From an optimization exercise on the open Yosys and OpenROAD flow, aimed at small area, a short achievable clock period and few clock cycles per item; shortcuts taken in it are not production practice. In this exercise RTL edits were held to simulation tests only and were not proved equivalent to the original.

==> juniper: inputs <==
==> flow/design.v (excerpt) <==
module vector3_normalize_core (
	input  logic              clk,
	input  logic              arst_n,
	input  logic              vec_valid,
	output logic              vec_ready,
	input  logic signed [23:0] vec_in_x,
	input  logic signed [23:0] vec_in_y,
	input  logic signed [23:0] vec_in_z,
	output logic              res_valid,
	input  logic              res_ready,
	output logic signed [17:0] res_unit_x,
	output logic signed [17:0] res_unit_y,
	output logic signed [17:0] res_unit_z,
	output logic [23:0]       res_magnitude,
	output logic              res_zero_vector
);
	localparam logic [11:0] SCUT = 12'b1111_1111_1111;
	localparam logic [7:0]  DCUT = 8'b0111_1111;
	localparam int NE = 25;
	localparam int EI = 0;            
	localparam int ET = 1;            
	localparam int EC = 2;            
	localparam int E0 = 3;            
	localparam int ES = 4;            
	localparam int ED = 16;           
	localparam int EP = 23;           
	logic [NE-1:0] s_cp_q;
	logic [NE-1:0] enc;
	logic          o_vld_q, s_vld_q, rdy_q;
	logic          en;
	assign enc       = ~s_cp_q;
	assign s_vld_q   = s_cp_q[NE-1];
	assign en        = enc[NE-1];
	assign vec_ready = rdy_q;
	logic [71:0]      in_q;
	logic             in_vld_q;
	always_ff @(posedge clk or negedge arst_n) begin
		if (!arst_n) in_vld_q <= 1'b0;
		else if (enc[EI]) in_vld_q <= vec_valid;
	end
	always_ff @(posedge clk) begin
		if (enc[EI]) in_q <= {vec_in_z, vec_in_y, vec_in_x};
	end
	logic [71:0]      abs_c, abs_b_q, abs_c_q;
	logic [2:0]       neg_c, neg_b_q, neg_c_q;
	logic [47:0]      sum_c;
	logic             b_vld_q, c_vld_q;
	for (genvar i = 0; i < 3; i++) begin : g_abs
		wire [23:0] c = in_q[24*i +: 24];
		assign neg_c[i] = c[23];
		assign abs_c[24*i +: 24] = c[23] ? 24'(-c) : c;
	end
	vn_sumsq u_sumsq (
		.clk (clk),
		.en  (enc[ET]),
		.x   (in_q[23:0]),
		.y   (in_q[47:24]),
		.z   (in_q[71:48]),
		.sum (sum_c)
	);
	always_ff @(posedge clk or negedge arst_n) begin
		if (!arst_n) begin
			b_vld_q <= 1'b0;
			c_vld_q <= 1'b0;
		end else if (enc[EC]) begin
			b_vld_q <= in_vld_q;
			c_vld_q <= b_vld_q;
		end
	end
	always_ff @(posedge clk) begin
		if (enc[EC]) begin
  ...
==> module vn_sqrt_cell, before the edit <==
module vn_sqrt_cell #(
	parameter int J = 0
) (
	input  logic [24:0] r_i,
	input  logic [3:0]  n4_i,
	input  logic [23:0] q_i,
	input  logic [25:0] u_i,
	output logic [24:0] r_o,
	output logic [23:0] q_o,
	output logic [25:0] u_o,
	output logic [25:0] m3_o
);
	localparam int QW = 2 * J;           
	localparam int W  = 2 * J + 6;       
	logic [W-1:0] r4, t1, t2, t3, e1, e2, e3;
	logic         g1, g2, g3, b1, b2, b3;
	logic [1:0]   d;
	logic [25:0]  um, up;
	vn_sub #(.W(W)) u_s1 (.a(r4), .b(t1), .d(e1), .ge(g1));
	vn_sub #(.W(W)) u_s2 (.a(r4), .b(t2), .d(e2), .ge(g2));
	vn_sub #(.W(W)) u_s3 (.a(r4), .b(t3), .d(e3), .ge(g3));
	assign b1 = !g1;
	assign b2 = !g2;
	assign b3 = !g3;
	always_comb begin
		r4 = '0;
		t1 = '0;
		t2 = '0;
		t3 = '0;
		for (int i = 0; i < 2 * J + 1; i++) r4[i+4] = r_i[i];
		r4[3:0] = n4_i;
		t1[2:0] = 3'b001;
		for (int i = 0; i < QW; i++) t1[i+3] = q_i[i];
		t2[3:0] = 4'b0100;
		for (int i = 0; i < QW; i++) t2[i+4] = q_i[i];
		t3[2:0] = 3'b001;
		for (int i = 0; i < QW + 2 && i + 3 < W; i++) t3[i+3] = u_i[i];
	end
	always_comb begin
		um = u_i - 26'd1;
		up = u_i + 26'd1;
		r_o = '0;
		q_o = '0;
		u_o = '0;
		for (int i = 0; i < QW; i++) q_o[i+2] = q_i[i];
		if (!b3) begin
			d = 2'd3;
			for (int i = 0; i < 2 * J + 3; i++) r_o[i] = e3[i];
			u_o[1:0] = 2'b10;
			for (int i = 0; i < QW + 2; i++) u_o[i+2] = up[i];
		end else if (!b2) begin
			d = 2'd2;
			for (int i = 0; i < 2 * J + 3; i++) r_o[i] = e2[i];
			u_o[1:0] = 2'b11;
			for (int i = 0; i < QW + 2; i++) u_o[i+2] = u_i[i];
		end else if (!b1) begin
			d = 2'd1;
			for (int i = 0; i < 2 * J + 3; i++) r_o[i] = e1[i];
			u_o[1:0] = 2'b00;
			for (int i = 0; i < QW + 2; i++) u_o[i+2] = u_i[i];
		end else begin
			d = 2'd0;
			for (int i = 0; i < 2 * J + 3; i++) r_o[i] = r4[i];
			u_o[1:0] = 2'b01;
			for (int i = 0; i < QW + 2; i++) u_o[i+2] = um[i];
		end
		q_o[1:0] = d;
		m3_o = '0;
		case (d)
			2'd3: begin m3_o[1:0] = 2'b01; for (int i = 0; i < QW + 2; i++) m3_o[i+2] = up[i]; end
			2'd2: begin m3_o[1:0] = 2'b10; for (int i = 0; i < QW + 2; i++) m3_o[i+2] = u_i[i]; end
			2'd1: begin m3_o[1:0] = 2'b11; for (int i = 0; i < QW + 2; i++) m3_o[i+2] = um[i]; end
			default: begin m3_o[1:0] = 2'b00; for (int i = 0; i < QW + 2; i++) m3_o[i+2] = um[i]; end
		endcase
	end
endmodule
==> module vn_div_cell, before the edit <==
module vn_div_cell (
	input  logic [23:0] m_i,
	input  logic [25:0] m3_i,
	input  logic [23:0] rem_i,
	output logic [23:0] rem_o,
	output logic [1:0]  d_o
);
	logic [25:0] w, d1, d2, d3;
	logic        g1, g2, g3;
	assign w = {rem_i, 2'b00};
	vn_sub #(.W(26)) u_s1 (.a(w), .b({2'b00, m_i}),      .d(d1), .ge(g1));
	vn_sub #(.W(26)) u_s2 (.a(w), .b({1'b0, m_i, 1'b0}), .d(d2), .ge(g2));
	vn_sub #(.W(26)) u_s3 (.a(w), .b(m3_i),              .d(d3), .ge(g3));
	always_comb begin
		if (g3) begin
			d_o = 2'd3; rem_o = d3[23:0];
		end else if (g2) begin
			d_o = 2'd2; rem_o = d2[23:0];
		end else if (g1) begin
			d_o = 2'd1; rem_o = d1[23:0];
		end else begin
			d_o = 2'd0; rem_o = w[23:0];
		end
	end
endmodule
==> module vn_sub, before the edit <==
module vn_sub #(
	parameter int W = 26
) (
	input  logic [W-1:0] a,
	input  logic [W-1:0] b,
	output logic [W-1:0] d,
	output logic         ge
);
	localparam int L = (W > 32) ? 6 : (W > 16) ? 5 : (W > 8) ? 4 : (W > 4) ? 3 : (W > 2) ? 2 : 1;
	logic [W-1:0]       g0, p0;
	logic [(L+1)*W-1:0] G, P;
	logic [W:0]         c;
	assign g0 = a & ~b;
	assign p0 = ~(a ^ b);
	assign G[W-1:0] = g0 | (p0 & {{(W-1){1'b0}}, 1'b1});
	assign P[W-1:0] = p0 & {{(W-1){1'b1}}, 1'b0};
	for (genvar l = 0; l < L; l++) begin : g_l
		for (genvar i = 0; i < W; i++) begin : g_i
			if ((i >> l) % 2 == 1) begin : g_op
				localparam int J = ((i >> l) << l) - 1;
				assign G[(l+1)*W+i] = G[l*W+i] | (P[l*W+i] & G[l*W+J]);
				assign P[(l+1)*W+i] = P[l*W+i] & P[l*W+J];
			end else begin : g_pass
				assign G[(l+1)*W+i] = G[l*W+i];
				assign P[(l+1)*W+i] = P[l*W+i];
			end
		end
	end
	assign c[0]   = 1'b1;
	assign c[W:1] = G[L*W +: W];
	assign d      = p0 ^ c[W-1:0];
	assign ge     = c[W];
endmodule
clock: 12.0 ns
lec_check: 0
abc_clock_period_in_ps: 3500
cap_margin: 20
core_margin: 2
core_utilization: 60
slew_margin: 20
standard.sh (not shown) runs the stock make flow with config.mk's settings and CLKGATE_MAP_FILE= SYNTH_SCRIPT=/design/flow/synth_recipe.tcl, a recipe that flattens the netlist after the stock synthesis.
==> flow/flow/run.sh <==
#!/bin/bash
set -euo pipefail
bash standard.sh SETUP_SLACK_MARGIN=8 finish > standard.log 2>&1
==> delta: changes against juniper <==
--- a/flow/design.v
+++ b/flow/design.v
@@ -5791,17 +5791,17 @@
 			r2850 <= s2756;
 			r2851 <= c2753;
 			r2852 <= s2758;
 			r2853 <= c2755;
 			r2854 <= s2760;
 			r2855 <= c2757;
 		end
 	end
-	assign sum = {r2854, r2852, r2850, r2848, r2846, r2844, r2842, r2840, r2838, r2836, r2834, r2832, r2830, r2828, r2826, r2824, r2822, r2820, r2818, r2816, r2814, r2812, r2810, r2808, r2806, r2804, r2802, r2800, r2798, r2796, r2794, r2792, r2790, r2788, r2786, r2784, r2782, r2780, r2778, r2776, r2774, r2772, r2770, r2768, r2766, r2764, r2763, r2761} + {r2855, r2853, r2851, r2849, r2847, r2845, r2843, r2841, r2839, r2837, r2835, r2833, r2831, r2829, r2827, r2825, r2823, r2821, r2819, r2817, r2815, r2813, r2811, r2809, r2807, r2805, r2803, r2801, r2799, r2797, r2795, r2793, r2791, r2789, r2787, r2785, r2783, r2781, r2779, r2777, r2775, r2773, r2771, r2769, r2767, r2765, 1'b0, r2762};
+	vn_add #(.W(48)) u_cpa (.a({r2854, r2852, r2850, r2848, r2846, r2844, r2842, r2840, r2838, r2836, r2834, r2832, r2830, r2828, r2826, r2824, r2822, r2820, r2818, r2816, r2814, r2812, r2810, r2808, r2806, r2804, r2802, r2800, r2798, r2796, r2794, r2792, r2790, r2788, r2786, r2784, r2782, r2780, r2778, r2776, r2774, r2772, r2770, r2768, r2766, r2764, r2763, r2761}), .b({r2855, r2853, r2851, r2849, r2847, r2845, r2843, r2841, r2839, r2837, r2835, r2833, r2831, r2829, r2827, r2825, r2823, r2821, r2819, r2817, r2815, r2813, r2811, r2809, r2807, r2805, r2803, r2801, r2799, r2797, r2795, r2793, r2791, r2789, r2787, r2785, r2783, r2781, r2779, r2777, r2775, r2773, r2771, r2769, r2767, r2765, 1'b0, r2762}), .s(sum));
 endmodule
 module vn_div_cell (
 	input  logic [23:0] m_i,
 	input  logic [25:0] m3_i,
 	input  logic [23:0] rem_i,
 	output logic [23:0] rem_o,
 	output logic [1:0]  d_o
 );
@@ -5851,16 +5851,43 @@
 			end
 		end
 	end
 	assign c[0]   = 1'b1;
 	assign c[W:1] = G[L*W +: W];
 	assign d      = p0 ^ c[W-1:0];
 	assign ge     = c[W];
 endmodule
+module vn_add #(
+	parameter int W = 48
+) (
+	input  logic [W-1:0] a,
+	input  logic [W-1:0] b,
+	output logic [W-1:0] s
+);
+	localparam int L = (W > 32) ? 6 : (W > 16) ? 5 : (W > 8) ? 4 : (W > 4) ? 3 : (W > 2) ? 2 : 1;
+	logic [W-1:0]       p0;
+	logic [(L+1)*W-1:0] G, P;
+	assign p0       = a ^ b;
+	assign G[W-1:0] = a & b;
+	assign P[W-1:0] = p0;
+	for (genvar l = 0; l < L; l++) begin : g_l
+		for (genvar i = 0; i < W; i++) begin : g_i
+			if ((i >> l) % 2 == 1) begin : g_op
+				localparam int J = ((i >> l) << l) - 1;
+				assign G[(l+1)*W+i] = G[l*W+i] | (P[l*W+i] & G[l*W+J]);
+				assign P[(l+1)*W+i] = P[l*W+i] & P[l*W+J];
+			end else begin : g_pass
+				assign G[(l+1)*W+i] = G[l*W+i];
+				assign P[(l+1)*W+i] = P[l*W+i];
+			end
+		end
+	end
+	assign s = p0 ^ {G[L*W +: W-1], 1'b0};
+endmodule
 module vector3_normalize_core (
 	input  logic              clk,
 	input  logic              arst_n,
 	input  logic              vec_valid,
 	output logic              vec_ready,
 	input  logic signed [23:0] vec_in_x,
 	input  logic signed [23:0] vec_in_y,
 	input  logic signed [23:0] vec_in_z,
@@ -5869,32 +5896,33 @@
 	output logic signed [17:0] res_unit_x,
 	output logic signed [17:0] res_unit_y,
 	output logic signed [17:0] res_unit_z,
 	output logic [23:0]       res_magnitude,
 	output logic              res_zero_vector
 );
 	localparam logic [11:0] SCUT = 12'b1111_1111_1111;
 	localparam logic [7:0]  DCUT = 8'b0111_1111;
-	localparam int NE = 25;
+	localparam int NE = 26;
 	localparam int EI = 0;            
 	localparam int ET = 1;            
 	localparam int EC = 2;            
 	localparam int E0 = 3;            
 	localparam int ES = 4;            
 	localparam int ED = 16;           
 	localparam int EP = 23;           
+	localparam int ER = 24;           
 	logic [NE-1:0] s_cp_q;
 	logic [NE-1:0] enc;
-	logic          o_vld_q, s_vld_q, rdy_q;
+	logic          o_vld_q, s_vld_q;
 	logic          en;
 	assign enc       = ~s_cp_q;
 	assign s_vld_q   = s_cp_q[NE-1];
 	assign en        = enc[NE-1];
-	assign vec_ready = rdy_q;
+	assign vec_ready = enc[ER];
 	logic [71:0]      in_q;
 	logic             in_vld_q;
 	always_ff @(posedge clk or negedge arst_n) begin
 		if (!arst_n) in_vld_q <= 1'b0;
 		else if (enc[EI]) in_vld_q <= vec_valid;
 	end
 	always_ff @(posedge clk) begin
 		if (enc[EI]) in_q <= {vec_in_z, vec_in_y, vec_in_x};
@@ -6110,25 +6138,22 @@
 	logic        push, pop, o_load;
 	assign push   = en && p_vld_q;
 	assign pop    = o_vld_q && res_ready;
 	assign o_load = pop || !o_vld_q;
 	always_ff @(posedge clk or negedge arst_n) begin
 		if (!arst_n) begin
 			o_vld_q <= 1'b0;
 			s_cp_q  <= '0;
-			rdy_q   <= 1'b1;
 		end else begin
 			if (o_load) o_vld_q <= s_vld_q || push;
 			for (int e = 0; e < NE; e++) begin
 				if (s_cp_q[e]) s_cp_q[e] <= !pop;
 				else           s_cp_q[e] <= o_vld_q && !pop && p_vld_q;
 			end
-			if (rdy_q) rdy_q <= !(o_vld_q && !pop && p_vld_q);
-			else       rdy_q <= pop;
 		end
 	end
 	always_ff @(posedge clk) begin
 		if (o_load) o_q <= s_vld_q ? s_q : word_c;
 		if (!s_vld_q) s_q <= word_c;
 	end
 	assign res_valid       = o_vld_q;
 	assign {res_unit_x, res_unit_y, res_unit_z, res_magnitude, res_zero_vector} = o_q;
==> flow/flow/run.sh (replaced) <==
#!/bin/bash
# The standard layout (the standard.sh: unchanged synthesis and steps),
# with two layout settings changed:
#  - clock tree synthesis runs with ORFS's default arguments plus
#    -dont_use_dummy_load.
# Full tool output goes to standard.log here and to ORFS's own logs under
# orfs/logs/.
set -euo pipefail
bash standard.sh SETUP_SLACK_MARGIN=7.9 \
	"CTS_ARGS=-sink_clustering_enable -repair_clock_nets -dont_use_dummy_load" \
	finish > standard.log 2>&1
- CORE_UTILIZATION: 60 -> 62
- PLACE_DENSITY: not set -> 0.7
==> cedar: changes against juniper <==
--- a/flow/design.v
+++ b/flow/design.v
@@ -8,40 +8,35 @@
 	output logic [24:0] r_o,
 	output logic [23:0] q_o,
 	output logic [25:0] u_o,
 	output logic [25:0] m3_o
 );
 	localparam int QW = 2 * J;           
 	localparam int W  = 2 * J + 6;       
 	logic [W-1:0] r4, t1, t2, t3, e1, e2, e3;
-	logic         g1, g2, g3, b1, b2, b3;
+	logic         b1, b2, b3;
 	logic [1:0]   d;
 	logic [25:0]  um, up;
-	vn_sub #(.W(W)) u_s1 (.a(r4), .b(t1), .d(e1), .ge(g1));
-	vn_sub #(.W(W)) u_s2 (.a(r4), .b(t2), .d(e2), .ge(g2));
-	vn_sub #(.W(W)) u_s3 (.a(r4), .b(t3), .d(e3), .ge(g3));
-	assign b1 = !g1;
-	assign b2 = !g2;
-	assign b3 = !g3;
 	always_comb begin
 		r4 = '0;
 		t1 = '0;
 		t2 = '0;
 		t3 = '0;
 		for (int i = 0; i < 2 * J + 1; i++) r4[i+4] = r_i[i];
 		r4[3:0] = n4_i;
 		t1[2:0] = 3'b001;
 		for (int i = 0; i < QW; i++) t1[i+3] = q_i[i];
 		t2[3:0] = 4'b0100;
 		for (int i = 0; i < QW; i++) t2[i+4] = q_i[i];
 		t3[2:0] = 3'b001;
 		for (int i = 0; i < QW + 2 && i + 3 < W; i++) t3[i+3] = u_i[i];
-	end
-	always_comb begin
+		{b1, e1} = {1'b0, r4} - {1'b0, t1};
+		{b2, e2} = {1'b0, r4} - {1'b0, t2};
+		{b3, e3} = {1'b0, r4} - {1'b0, t3};
 		um = u_i - 26'd1;
 		up = u_i + 26'd1;
 		r_o = '0;
 		q_o = '0;
 		u_o = '0;
 		for (int i = 0; i < QW; i++) q_o[i+2] = q_i[i];
 		if (!b3) begin
 			d = 2'd3;
@@ -5801,66 +5796,33 @@
 module vn_div_cell (
 	input  logic [23:0] m_i,
 	input  logic [25:0] m3_i,
 	input  logic [23:0] rem_i,
 	output logic [23:0] rem_o,
 	output logic [1:0]  d_o
 );
 	logic [25:0] w, d1, d2, d3;
-	logic        g1, g2, g3;
-	assign w = {rem_i, 2'b00};
-	vn_sub #(.W(26)) u_s1 (.a(w), .b({2'b00, m_i}),      .d(d1), .ge(g1));
-	vn_sub #(.W(26)) u_s2 (.a(w), .b({1'b0, m_i, 1'b0}), .d(d2), .ge(g2));
-	vn_sub #(.W(26)) u_s3 (.a(w), .b(m3_i),              .d(d3), .ge(g3));
+	logic        b1, b2, b3;
 	always_comb begin
-		if (g3) begin
+		w = {rem_i, 2'b00};
+		{b1, d1} = {1'b0, w} - {3'b000, m_i};
+		{b2, d2} = {1'b0, w} - {2'b00, m_i, 1'b0};
+		{b3, d3} = {1'b0, w} - {1'b0, m3_i};
+		if (!b3) begin
 			d_o = 2'd3; rem_o = d3[23:0];
-		end else if (g2) begin
+		end else if (!b2) begin
 			d_o = 2'd2; rem_o = d2[23:0];
-		end else if (g1) begin
+		end else if (!b1) begin
 			d_o = 2'd1; rem_o = d1[23:0];
 		end else begin
 			d_o = 2'd0; rem_o = w[23:0];
 		end
 	end
 endmodule
-module vn_sub #(
-	parameter int W = 26
-) (
-	input  logic [W-1:0] a,
-	input  logic [W-1:0] b,
-	output logic [W-1:0] d,
-	output logic         ge
-);
-	localparam int L = (W > 32) ? 6 : (W > 16) ? 5 : (W > 8) ? 4 : (W > 4) ? 3 : (W > 2) ? 2 : 1;
-	logic [W-1:0]       g0, p0;
-	logic [(L+1)*W-1:0] G, P;
-	logic [W:0]         c;
-	assign g0 = a & ~b;
-	assign p0 = ~(a ^ b);
-	assign G[W-1:0] = g0 | (p0 & {{(W-1){1'b0}}, 1'b1});
-	assign P[W-1:0] = p0 & {{(W-1){1'b1}}, 1'b0};
-	for (genvar l = 0; l < L; l++) begin : g_l
-		for (genvar i = 0; i < W; i++) begin : g_i
-			if ((i >> l) % 2 == 1) begin : g_op
-				localparam int J = ((i >> l) << l) - 1;
-				assign G[(l+1)*W+i] = G[l*W+i] | (P[l*W+i] & G[l*W+J]);
-				assign P[(l+1)*W+i] = P[l*W+i] & P[l*W+J];
-			end else begin : g_pass
-				assign G[(l+1)*W+i] = G[l*W+i];
-				assign P[(l+1)*W+i] = P[l*W+i];
-			end
-		end
-	end
-	assign c[0]   = 1'b1;
-	assign c[W:1] = G[L*W +: W];
-	assign d      = p0 ^ c[W-1:0];
-	assign ge     = c[W];
-endmodule
 module vector3_normalize_core (
 	input  logic              clk,
 	input  logic              arst_n,
 	input  logic              vec_valid,
 	output logic              vec_ready,
 	input  logic signed [23:0] vec_in_x,
 	input  logic signed [23:0] vec_in_y,
 	input  logic signed [23:0] vec_in_z,
==> quartz: changes against juniper <==
--- a/flow/design.v
+++ b/flow/design.v
@@ -5791,17 +5791,17 @@
 			r2850 <= s2756;
 			r2851 <= c2753;
 			r2852 <= s2758;
 			r2853 <= c2755;
 			r2854 <= s2760;
 			r2855 <= c2757;
 		end
 	end
-	assign sum = {r2854, r2852, r2850, r2848, r2846, r2844, r2842, r2840, r2838, r2836, r2834, r2832, r2830, r2828, r2826, r2824, r2822, r2820, r2818, r2816, r2814, r2812, r2810, r2808, r2806, r2804, r2802, r2800, r2798, r2796, r2794, r2792, r2790, r2788, r2786, r2784, r2782, r2780, r2778, r2776, r2774, r2772, r2770, r2768, r2766, r2764, r2763, r2761} + {r2855, r2853, r2851, r2849, r2847, r2845, r2843, r2841, r2839, r2837, r2835, r2833, r2831, r2829, r2827, r2825, r2823, r2821, r2819, r2817, r2815, r2813, r2811, r2809, r2807, r2805, r2803, r2801, r2799, r2797, r2795, r2793, r2791, r2789, r2787, r2785, r2783, r2781, r2779, r2777, r2775, r2773, r2771, r2769, r2767, r2765, 1'b0, r2762};
+	vn_add #(.W(48)) u_cpa (.a({r2854, r2852, r2850, r2848, r2846, r2844, r2842, r2840, r2838, r2836, r2834, r2832, r2830, r2828, r2826, r2824, r2822, r2820, r2818, r2816, r2814, r2812, r2810, r2808, r2806, r2804, r2802, r2800, r2798, r2796, r2794, r2792, r2790, r2788, r2786, r2784, r2782, r2780, r2778, r2776, r2774, r2772, r2770, r2768, r2766, r2764, r2763, r2761}), .b({r2855, r2853, r2851, r2849, r2847, r2845, r2843, r2841, r2839, r2837, r2835, r2833, r2831, r2829, r2827, r2825, r2823, r2821, r2819, r2817, r2815, r2813, r2811, r2809, r2807, r2805, r2803, r2801, r2799, r2797, r2795, r2793, r2791, r2789, r2787, r2785, r2783, r2781, r2779, r2777, r2775, r2773, r2771, r2769, r2767, r2765, 1'b0, r2762}), .s(sum));
 endmodule
 module vn_div_cell (
 	input  logic [23:0] m_i,
 	input  logic [25:0] m3_i,
 	input  logic [23:0] rem_i,
 	output logic [23:0] rem_o,
 	output logic [1:0]  d_o
 );
@@ -5851,16 +5851,43 @@
 			end
 		end
 	end
 	assign c[0]   = 1'b1;
 	assign c[W:1] = G[L*W +: W];
 	assign d      = p0 ^ c[W-1:0];
 	assign ge     = c[W];
 endmodule
+module vn_add #(
+	parameter int W = 48
+) (
+	input  logic [W-1:0] a,
+	input  logic [W-1:0] b,
+	output logic [W-1:0] s
+);
+	localparam int L = (W > 32) ? 6 : (W > 16) ? 5 : (W > 8) ? 4 : (W > 4) ? 3 : (W > 2) ? 2 : 1;
+	logic [W-1:0]       p0;
+	logic [(L+1)*W-1:0] G, P;
+	assign p0       = a ^ b;
+	assign G[W-1:0] = a & b;
+	assign P[W-1:0] = p0;
+	for (genvar l = 0; l < L; l++) begin : g_l
+		for (genvar i = 0; i < W; i++) begin : g_i
+			if ((i >> l) % 2 == 1) begin : g_op
+				localparam int J = ((i >> l) << l) - 1;
+				assign G[(l+1)*W+i] = G[l*W+i] | (P[l*W+i] & G[l*W+J]);
+				assign P[(l+1)*W+i] = P[l*W+i] & P[l*W+J];
+			end else begin : g_pass
+				assign G[(l+1)*W+i] = G[l*W+i];
+				assign P[(l+1)*W+i] = P[l*W+i];
+			end
+		end
+	end
+	assign s = p0 ^ {G[L*W +: W-1], 1'b0};
+endmodule
 module vector3_normalize_core (
 	input  logic              clk,
 	input  logic              arst_n,
 	input  logic              vec_valid,
 	output logic              vec_ready,
 	input  logic signed [23:0] vec_in_x,
 	input  logic signed [23:0] vec_in_y,
 	input  logic signed [23:0] vec_in_z,
@@ -5869,32 +5896,33 @@
 	output logic signed [17:0] res_unit_x,
 	output logic signed [17:0] res_unit_y,
 	output logic signed [17:0] res_unit_z,
 	output logic [23:0]       res_magnitude,
 	output logic              res_zero_vector
 );
 	localparam logic [11:0] SCUT = 12'b1111_1111_1111;
 	localparam logic [7:0]  DCUT = 8'b0111_1111;
-	localparam int NE = 25;
+	localparam int NE = 26;
 	localparam int EI = 0;            
 	localparam int ET = 1;            
 	localparam int EC = 2;            
 	localparam int E0 = 3;            
 	localparam int ES = 4;            
 	localparam int ED = 16;           
 	localparam int EP = 23;           
+	localparam int ER = 24;           
 	logic [NE-1:0] s_cp_q;
 	logic [NE-1:0] enc;
-	logic          o_vld_q, s_vld_q, rdy_q;
+	logic          o_vld_q, s_vld_q;
 	logic          en;
 	assign enc       = ~s_cp_q;
 	assign s_vld_q   = s_cp_q[NE-1];
 	assign en        = enc[NE-1];
-	assign vec_ready = rdy_q;
+	assign vec_ready = enc[ER];
 	logic [71:0]      in_q;
 	logic             in_vld_q;
 	always_ff @(posedge clk or negedge arst_n) begin
 		if (!arst_n) in_vld_q <= 1'b0;
 		else if (enc[EI]) in_vld_q <= vec_valid;
 	end
 	always_ff @(posedge clk) begin
 		if (enc[EI]) in_q <= {vec_in_z, vec_in_y, vec_in_x};
@@ -6110,25 +6138,22 @@
 	logic        push, pop, o_load;
 	assign push   = en && p_vld_q;
 	assign pop    = o_vld_q && res_ready;
 	assign o_load = pop || !o_vld_q;
 	always_ff @(posedge clk or negedge arst_n) begin
 		if (!arst_n) begin
 			o_vld_q <= 1'b0;
 			s_cp_q  <= '0;
-			rdy_q   <= 1'b1;
 		end else begin
 			if (o_load) o_vld_q <= s_vld_q || push;
 			for (int e = 0; e < NE; e++) begin
 				if (s_cp_q[e]) s_cp_q[e] <= !pop;
 				else           s_cp_q[e] <= o_vld_q && !pop && p_vld_q;
 			end
-			if (rdy_q) rdy_q <= !(o_vld_q && !pop && p_vld_q);
-			else       rdy_q <= pop;
 		end
 	end
 	always_ff @(posedge clk) begin
 		if (o_load) o_q <= s_vld_q ? s_q : word_c;
 		if (!s_vld_q) s_q <= word_c;
 	end
 	assign res_valid       = o_vld_q;
 	assign {res_unit_x, res_unit_y, res_unit_z, res_magnitude, res_zero_vector} = o_q;
- CORE_UTILIZATION: 60 -> 65
- PLACE_DENSITY: not set -> 0.72
==> impl_metrics.ini <==
[run_status]
outcome = no timing/DRC/antenna violations

[clock_network]
clock_latency_ns = 1.00
postCtsSetupBuffers = 334

[cells_and_area]
fillers = 23797

[routing]
via_per_inst = 6.393

[grt]
grt_max_degree = 172

[sta]
holdWs_ns = 0.3849

[synthesis]
synth_compound_area_share_pct = 12.91

[place]
postPlaceCellArea_um2 = 242300

[setup_path]
path_cells = ha_1 > a21oi_1 > nor2_1 > a211oi_2 > o31a_1 > a31oi_4 > o2111ai_4 > buf_12 > o22ai_4 > o21a_1 > a41o_1 > a21oi_2 > xor2_2 > ha_2 > inv_2 > nor3_2 > a21oi_1 > mux2i_1 > a21oi_1 > xor2_1
crit_fanout = 4
Source of the figures above: quartz

==> impl_metrics.ini <==
[setup_path]
path_cells = ha_4 > ha_4 > a211oi_4 > o21bai_2 > nor4_4 > o21bai_4 > nor2b_4 > o2111ai_4 > o22ai_4 > o21a_1 > a41o_1 > a21oi_2 > xor2_1 > ha_2 > inv_2 > nor3_2 > a21oi_1 > mux2i_1 > a21oi_1 > xor2_1

[sta]
slew_violations = 9

[job]
cap_violations = 1

[run_status]
so_faults = capacitance limit, slew limit
outcome = failed layout checks

[synthesis]
synth_compound_area_share_pct = 12.91

[clock_network]
postCtsSetupBuffers = 293
Source of the figures above: delta

==> impl_metrics.ini <==
[run_status]
outcome = no timing/DRC/antenna violations

[routing]
via_per_inst = 6.263

[synthesis]
synth_compound_area_share_pct = 13.30

[sta]
holdWs_ns = 0.3952

[setup_path]
crit_fanout = 6

[cells_and_area]
fillers = 29495

[clock_network]
clock_latency_ns = 1.00
Source of the figures above: juniper

==> impl_metrics.ini <==
[setup_path]
path_cells = buf_6
crit_fanout = 2

[clock_network]
cts_inserted_buffers = 378
clock_latency_ns = 1.03

[cells_and_area]
clock_area_share_pct = 4.524
layout_commonest_cell = edfxtp_1

[synthesis]
synth_compound_area_share_pct = 17.00

[run_status]
outcome = no timing/DRC/antenna violations

[place]
pre_cts_slack_ns = 6.603

[sta]
holdWs_ns = 0.3513

[routing]
via_per_inst = 6.444
Source of the figures above: cedar

Testbench counts of juniper, summed over its fixed seeds: cycles 8,096, items 8,000.
Testbench counts of delta, summed over its fixed seeds: cycles 8,096, items 8,000.
Testbench counts of cedar, summed over its fixed seeds: cycles 8,096, items 8,000.
Testbench counts of quartz, summed over its fixed seeds: cycles 8,096, items 8,000.

static timing again, ports no longer ideal:
Ports are ideal in the flow. The routed layouts listed here were re-timed in OpenROAD.
Step 1 assumes that a clkbuf_16 drives the clock port and a buf_2 every other input.
Step 2 adds t to the input delays and takes it off the output delays; t is the mean of the earliest and latest rising clock arrival at the registers after step 1. Input paths then give back, and output paths get back, about the clock's delay inside the block.
a / b / c = ideal ports / drivers / drivers and shift; a / b = the first two.
run | shift t [ns] | setup slack, ns | worst hold slack (ns) | worst slew at a driven data input, ns
juniper | 1.093 | 7.781 / 7.781 / 7.315 | 0.395 / 0.395 / 0.395 | 0.32
delta | 1.071 | 7.822 / 7.782 / 7.256 | 0.382 / 0.382 / 0.382 | 0.26
cedar | 1.115 | 7.945 / 7.820 / 7.444 | 0.351 / 0.351 / 0.351 | 0.19
quartz | 1.089 | 7.831 / 7.831 / 7.313 | 0.385 / 0.385 / 0.385 | 0.30
The setup slack of delta, which loses most, moves by -0.040 ns with the drivers and by -0.566 ns with both steps.
